This design comes from an exercise in tuning for a short achievable clock period and few clock cycles on the open sky130 flow, not from production work.
The RTL was checked by simulation tests, not by an equivalence proof against the original design.
Power and IR drop assume default switching activity.

==> flow/design.v <==
module aes_noc_feeder #(
  parameter int         KEY_WORDS      = 22,
  parameter logic [7:0] CMD_KEY        = 8'd0,
  parameter logic [7:0] CMD_IV         = 8'd1,
  parameter logic [7:0] CMD_PT         = 8'd2,
  parameter logic [7:0] CMD_RSP        = 8'hFF,
  parameter int         TIMEOUT_CYCLES = 1023
) (
  input  logic         clk,
  input  logic         reset,
  input  logic         key_wr_en,
  input  logic [4:0]   key_wr_addr,
  input  logic [63:0]  key_wr_data,
  input  logic         key_load,
  input  logic [127:0] iv_data,
  input  logic         iv_load,
  input  logic         pt_valid,
  output logic         pt_ready,
  input  logic [127:0] pt_data,
  output logic         ct_valid,
  input  logic         ct_ready,
  output logic [127:0] ct_data,
  output logic [63:0]  noc_tx_lo,
  output logic [7:0]   noc_tx_cmd,
  output logic         noc_tx_valid,
  input  logic         noc_tx_rdy,
  input  logic [63:0]  noc_rx_lo,
  input  logic [7:0]   noc_rx_cmd,
  input  logic         noc_rx_valid,
  output logic         noc_rx_rdy,
  output logic         busy,
  output logic         timeout,
  output logic [15:0]  blocks_done
);
  localparam int TW = $clog2(TIMEOUT_CYCLES + 1);
  typedef enum logic [2:0] {
    S_IDLE, S_KEY, S_IV, S_PT_LO, S_PT_HI, S_WAIT_LO, S_WAIT_HI, S_OUT
  } state_t;
  state_t         state_q, state_d;
  logic [63:0]    key_buf_q [KEY_WORDS];
  logic [127:0]   iv_q;
  logic [127:0]   pt_q, pt_d;
  logic [127:0]   ct_q, ct_d;
  logic [4:0]     beat_q, beat_d;
  logic           key_pend_q, key_pend_d;
  logic           iv_pend_q, iv_pend_d;
  logic [TW-1:0]  timer_q, timer_d;
  logic           timeout_q, timeout_d;
  logic [15:0]    blocks_q, blocks_d;
  logic           tx_fire, rsp_fire, in_wait, expire;
  assign tx_fire  = noc_tx_valid && noc_tx_rdy;
  assign rsp_fire = noc_rx_rdy && noc_rx_valid && (noc_rx_cmd == CMD_RSP);
  assign in_wait  = (state_q == S_WAIT_LO) || (state_q == S_WAIT_HI);
  assign expire   = in_wait && (timer_q == TW'(TIMEOUT_CYCLES - 1));
  always_ff @(posedge clk) begin
    if (key_wr_en && (key_wr_addr < 5'(KEY_WORDS))) key_buf_q[key_wr_addr] <= key_wr_data;
    if (iv_load) iv_q <= iv_data;
  end
  always_ff @(posedge clk) begin
    if (reset) state_q <= S_IDLE;
    else       state_q <= state_d;
  end
  always_comb begin
    state_d = state_q;
    case (state_q)
      S_IDLE: begin
        if (key_pend_q)     state_d = S_KEY;
        else if (iv_pend_q) state_d = S_IV;
        else if (pt_valid)  state_d = S_PT_LO;
      end
      S_KEY:     if (tx_fire && (beat_q == 5'(KEY_WORDS - 1))) state_d = S_IDLE;
      S_IV:      if (tx_fire && beat_q[0]) state_d = S_IDLE;
      S_PT_LO:   if (tx_fire) state_d = S_PT_HI;
      S_PT_HI:   if (tx_fire) state_d = S_WAIT_LO;
      S_WAIT_LO: begin
        if (expire)        state_d = S_IDLE;
        else if (rsp_fire) state_d = S_WAIT_HI;
      end
      S_WAIT_HI: begin
        if (expire)        state_d = S_IDLE;
        else if (rsp_fire) state_d = S_OUT;
      end
      S_OUT:     if (ct_ready) state_d = S_IDLE;
      default:   state_d = S_IDLE;
    endcase
  end
  always_comb begin
    beat_d     = (state_q == S_IDLE) ? 5'd0 : (tx_fire ? beat_q + 5'd1 : beat_q);
    key_pend_d = key_load || (key_pend_q && (state_q != S_IDLE));
    iv_pend_d  = iv_load || (iv_pend_q && !((state_q == S_IDLE) && !key_pend_q));
    pt_d       = (pt_valid && pt_ready) ? pt_data : pt_q;
    timer_d    = in_wait ? timer_q + TW'(1) : '0;
    timeout_d  = timeout_q || expire;
    blocks_d   = blocks_q + 16'((state_q == S_OUT) && ct_ready);
    ct_d       = ct_q;
    if (rsp_fire && !expire) begin
      if (state_q == S_WAIT_LO) ct_d[63:0]   = noc_rx_lo;
      else                      ct_d[127:64] = noc_rx_lo;
    end
  end
  always_ff @(posedge clk) begin
    if (reset) begin
      beat_q     <= '0;
      key_pend_q <= 1'b0;
      iv_pend_q  <= 1'b0;
      pt_q       <= '0;
      ct_q       <= '0;
      timer_q    <= '0;
      timeout_q  <= 1'b0;
      blocks_q   <= '0;
    end else begin
      beat_q     <= beat_d;
      key_pend_q <= key_pend_d;
      iv_pend_q  <= iv_pend_d;
      pt_q       <= pt_d;
      ct_q       <= ct_d;
      timer_q    <= timer_d;
      timeout_q  <= timeout_d;
      blocks_q   <= blocks_d;
    end
  end
  always_comb begin
    noc_tx_valid = 1'b0;
    noc_tx_cmd   = 8'd0;
    noc_tx_lo    = 64'd0;
    noc_rx_rdy   = 1'b0;
    ct_valid     = 1'b0;
    pt_ready     = 1'b0;
    case (state_q)
      S_IDLE:  pt_ready = !reset && !key_pend_q && !iv_pend_q;
      S_KEY: begin
        noc_tx_valid = 1'b1;
        noc_tx_cmd   = CMD_KEY;
        noc_tx_lo    = key_buf_q[beat_q];
      end
      S_IV: begin
        noc_tx_valid = 1'b1;
        noc_tx_cmd   = CMD_IV;
        noc_tx_lo    = beat_q[0] ? iv_q[127:64] : iv_q[63:0];
      end
      S_PT_LO: begin
        noc_tx_valid = 1'b1;
        noc_tx_cmd   = CMD_PT;
        noc_tx_lo    = pt_q[63:0];
      end
      S_PT_HI: begin
        noc_tx_valid = 1'b1;
        noc_tx_cmd   = CMD_PT;
        noc_tx_lo    = pt_q[127:64];
      end
      S_WAIT_LO, S_WAIT_HI: noc_rx_rdy = 1'b1;
      S_OUT:   ct_valid = 1'b1;
      default: ;
    endcase
  end
  assign busy        = (state_q != S_IDLE);
  assign ct_data     = ct_q;
  assign timeout     = timeout_q;
  assign blocks_done = blocks_q;
endmodule
==> flow/run.sh <==
#!/bin/bash
# synth_recipe.tcl (not shown) runs the flow's synth.tcl, then flattens the netlist and writes it again
# the make line also repeats each setting of config.mk as NAME=value (left out here)
make -C /OpenROAD-flow-scripts/flow DESIGN_CONFIG=/design/flow/config.mk WORK_HOME=/design/flow/orfs CLKGATE_MAP_FILE= SYNTH_SCRIPT=/design/flow/synth_recipe.tcl finish
==> flow/config.mk <==
export PLATFORM = sky130hd
export DESIGN_NAME = aes_noc_feeder
export DESIGN_NICKNAME = aes_noc_feeder
export VERILOG_FILES = /design/flow/design.v
export SDC_FILE = /design/flow/constraint.sdc
export NUM_CORES = 4
export LEC_CHECK = 0
export CAP_MARGIN = 20
export CORE_MARGIN = 2
export CORE_UTILIZATION = 40
export SLEW_MARGIN = 20
==> flow/constraint.sdc <==
create_clock -name core_clock -period 5.5 [get_ports {clk}]
set_input_delay 1.1000 -clock core_clock [delete_from_list [all_inputs] [get_ports {clk}]]
set_output_delay 1.1000 -clock core_clock [all_outputs]
set_load 0.01 [all_outputs]
==> run summary <==
registers in the layout, summed over array words and instances, names as in the netlist, named ones only:
name / count
beat_q: 5
blocks_q: 16
ct_q: 128
iv_pend_q: 1
iv_q: 128
key_buf_q: 1408
key_pend_q: 1
pt_q: 128
state_q: 3
timeout_q: 1
timer_q: 10
power breakdown:
part | switching (W) | internal, W
logic | 0.00332 | 0.00226
registers | 0.000239 | 0.0153
clock network | 0.00534 | 0.00708
how the worst max path moves through the flow:
stage | end | cells after the start
3_5_place_dp | noc_tx_lo[44] | 8
6_report | noc_tx_lo[31] | 5
3_3_place_gp | noc_tx_lo[60] | 8
4_1_cts | noc_tx_lo[28] | 5
2_1_floorplan | key_buf_q[4][0]$_DFFE_PP_ | 3
5_1_grt | noc_tx_lo[28] | 5
what timing repair did:
action / 4_1_cts / 5_1_grt
resized for setup: 2 / 1
hold buffers: 0 / 0
hold endpoints to repair: 0 / 0
endpoints found under the setup margin: 3 / 1
cells in the mapped netlist, drive strengths merged:
| master | instances | share of area [%] |
|---|---|---|
| nor4 | 1 | 0.0088 |
| and3b | 1 | 0.012 |
| o21a | 1 | 0.011 |
| or4 | 1 | 0.016 |
| mux2i | 279 | 3.9 |
| a211oi | 59 | 0.62 |
| inv | 8 | 0.042 |
| a22oi | 56 | 0.59 |
| ha | 6 | 0.11 |
| xnor2 | 9 | 0.11 |
| clkbuf | 141 | 0.75 |
| nand4 | 7 | 0.062 |
| nor3 | 9 | 0.079 |
| nor2 | 100 | 0.53 |
| a311oi | 24 | 0.30 |
| and3 | 8 | 0.070 |
| a31oi | 2 | 0.018 |
| mux2 | 145 | 2.3 |
| o311ai | 2 | 0.025 |
| xor2 | 15 | 0.19 |
| nand2b | 6 | 0.053 |
| dfxtp | 298 | 8.4 |
| mux4 | 208 | 6.6 |
| a211o | 8 | 0.099 |
| and4 | 5 | 0.062 |
| a221oi | 34 | 0.42 |
| nand3 | 18 | 0.13 |
| or3 | 5 | 0.044 |
| or2 | 3 | 0.026 |
| nor2b | 9 | 0.079 |
| a21oi | 367 | 2.6 |
| edfxtp | 1536 | 65 |
| nor3b | 1 | 0.011 |
| and2 | 4 | 0.035 |
| o21bai | 1 | 0.011 |
| conb | 1 | 0.0053 |
| and4b | 1 | 0.014 |
| o21ai | 127 | 0.90 |
| nand2 | 617 | 3.3 |
| o22ai | 64 | 0.56 |
| o31ai | 57 | 0.60 |
| buf | 155 | 1.3 |
final cells by class:
class                   instances  area, um^2  area share [%]
well taps                    2340        2930            3.38
clock inverters                86         773           0.892
multi-input cells            2266       17700            20.4
flip-flops and latches       1834       52100            60.1
clock buffers                 260        5200            6.00
repair buffers                780        7990            9.22
diodes                          8        20.0          0.0231
inverters                       8        33.8          0.0390
metal layers:
metal | routed length (um) | GRT usage [%] | vias up
met5 | 149 | 0 | -
met4 | 4950 | 5.79 | 24
met3 | 15300 | 4.32 | 297
met2 | 107000 | 39.9 | 1673
met1 | 89400 | 31.2 | 21900
li1 | - | - | 18400
worst reg2reg max path, delay by kind of cell, from the launching register on:
family,cells,cell delay (ns)
AOI/OAI and AO/OA,1,0.24
DFF,1,0.51
and+or+nand+nor,4,2.21
metrics by stage:
| step | setup WS (ns) | cell area [um^2] | power, W | instances |
|---|---|---|---|---|
| 6_report | 0.156 | 86700 | 0.0336 | 7582 |
| 5_1_grt | 0.0728 | 86700 | 0.0347 | 7578 |
| 4_1_cts | 0.00459 | 86700 | 0.0339 | 7574 |
| 3_5_place_dp | 0.728 | 80700 | 0.0215 | 7228 |
| 3_3_place_gp | 0.452 | 80700 | 0.0215 | 7223 |
| 2_1_floorplan | 0.785 | 71000 | 0.0185 | 4404 |
kinds of logic (layout without fill, tap and decap cells):
group,Yosys count,after routing,share of synthesized area (%)
AOI/OAI and AO/OA,802,802,6.79
muxes,632,632,12.8
DFF,1834,1834,73.4
buffers and inverters,304,1134,2.12
xor gates and xnor gates,24,24,0.296
adders and majority gates,6,6,0.106
and+or+nand+nor,796,796,4.49
other,1,14,0.00528
==> impl_metrics.ini <==
[finish]
utilization_pct = 49.2
final_common_cell = edfxtp_1
nets = 5491
mostFrequentLayoutCells = 1536 x edfxtp_1, 617 x clkdlybuf4s50_1, 616 x nand2_1, 357 x a21oi_1, 292 x dfxtp_1
fillers = 14900
drive_gt1_share_pct = 15.9
area_delta_synth_final_pct = 22.1

[die]
dieArea_um2 = 181000
die-width_um = 425
start_util_pct = 40.3
fp-row-count = 154
die_h_um = 425
core-area_um2 = 176000
ios = 628

[routing]
firstDrtPassIters = 5
ant_nets = 0
totalWireLength_mm = 217
drt-initial-drc-count = 4109
drc = 0
dr_total_vias = 42300
vias_per_cell = 5.58
wl_per_cell_um = 28.6

[yosys]
ys.warnings.count = 1
synth_area_per_cell_um2 = 16.1
netlist_area_um2 = 71000
yosysSeqAreaShare_pct = 73.4
ys_types = 49
synth_seq_cells = 1834
syn-instance-count = 4399

[timing]
hold_slack_ns = 0.451
timing.slew.headroom_pct = 30.6
tns_ns = 0
max_freq_ghz = 0.187
period_share_pct = 97.2
tightest_slew_ns = 1.03
rsz0062_at_grt = false
setup_violations = 0
hold_viol_final = 0
final_max_slew_viol_count = 0
fin_crit_ns = 5.34
fin_skew_ns = 0.0228

[setup_path]
crit_buf_inv = 2
critical_path.startpoint_type = flop
cp.arrival_ns = 4.24
crit_slowest_cell = a211oi_1
required_ns = 4.40
reg2regPathDepth = 5
worst-path-max-fanout = 51
r2r_slack_ns = 2.46
worstReg2RegStart = state_q[0]$_SDFFE_PP0P_
crit_type = flop to output port
cp_top_family = compound AO/OA/AOI/OAI gates
path_cells = inv_4 -> o31ai_1 -> a22oi_1 -> a211oi_1 -> clkdlybuf4s50_1
critPathCaptureType = output port
cpPeakStageDelay_ns = 0.85
timing.rr.end = pt_q[81]$_SDFFE_PP0P_
startpoint = state_q[1]$_SDFFE_PP0P_

[run_status]
status = no timing/DRC/antenna violations

[min_path]
hp-class = flop to flop
min_to = ct_q[102]$_SDFFE_PP0P_
hold_depth = 2
holdCritStartpoint = ct_q[102]$_SDFFE_PP0P_

[global_routing]
grt_usage_pct = 23.5
grt_start_max_net_pins = 145
grt_first_pass_wirelength_mm = 304
grt_pass1_vias = 41800
grt_overflow = 0
antenna_found_initial = 35

[clock_tree]
clockRootBuffer = clkbuf_16
cts_tree = built
ctsLongestPathBuffers = 3
cts_setup_buffers = 0
clkLatencyLatePin_ns = 0.84
numCtsBuffers = 189
cts.sinks = 1834
h-tree-depth = 4
clk_pin_slew_ns = 0.06

[placed_design]
port_buffers = 621
gp_congestion = 0.803
dp_hpwl_mm = 134

[power_and_ir_drop]
peakVddDrop_uv = 290
power.density_nw_per_um2 = 387
p_leak_nw = 26.6

[job]
cap_violations = 0
Testbench counts, summed over its fixed seeds: cycles 3,820.

-- what the ideal ports hide --
The results above use ideal ports. As a check the final layout listed here was re-extracted and re-timed, cells and wires unchanged. Step 1: set_driving_cell puts a clkbuf_16 on clk and a buf_2 on each other input, an assumption about the parent block. Step 2 moves the port delays by t, midway between the first and last clock arrival at a register: inputs arrive t later, outputs are due t later. That takes back most of the time a late clock gives input paths. a / b / c = ideal / step 1 / step 2; a / b = the first two.
t (ns): 0.905
setup slack, ns: 0.156 / 0.073 / 0.977
hold slack, ns: 0.451 / 0.451 / 0.451
clock arrival spread, ns: 0.036 / 0.037
pins driven straight from the clock port: 1
After both steps this run still meets setup and hold. The setup slack of this run moves by -0.083 ns with the drivers and by +0.821 ns with both steps.
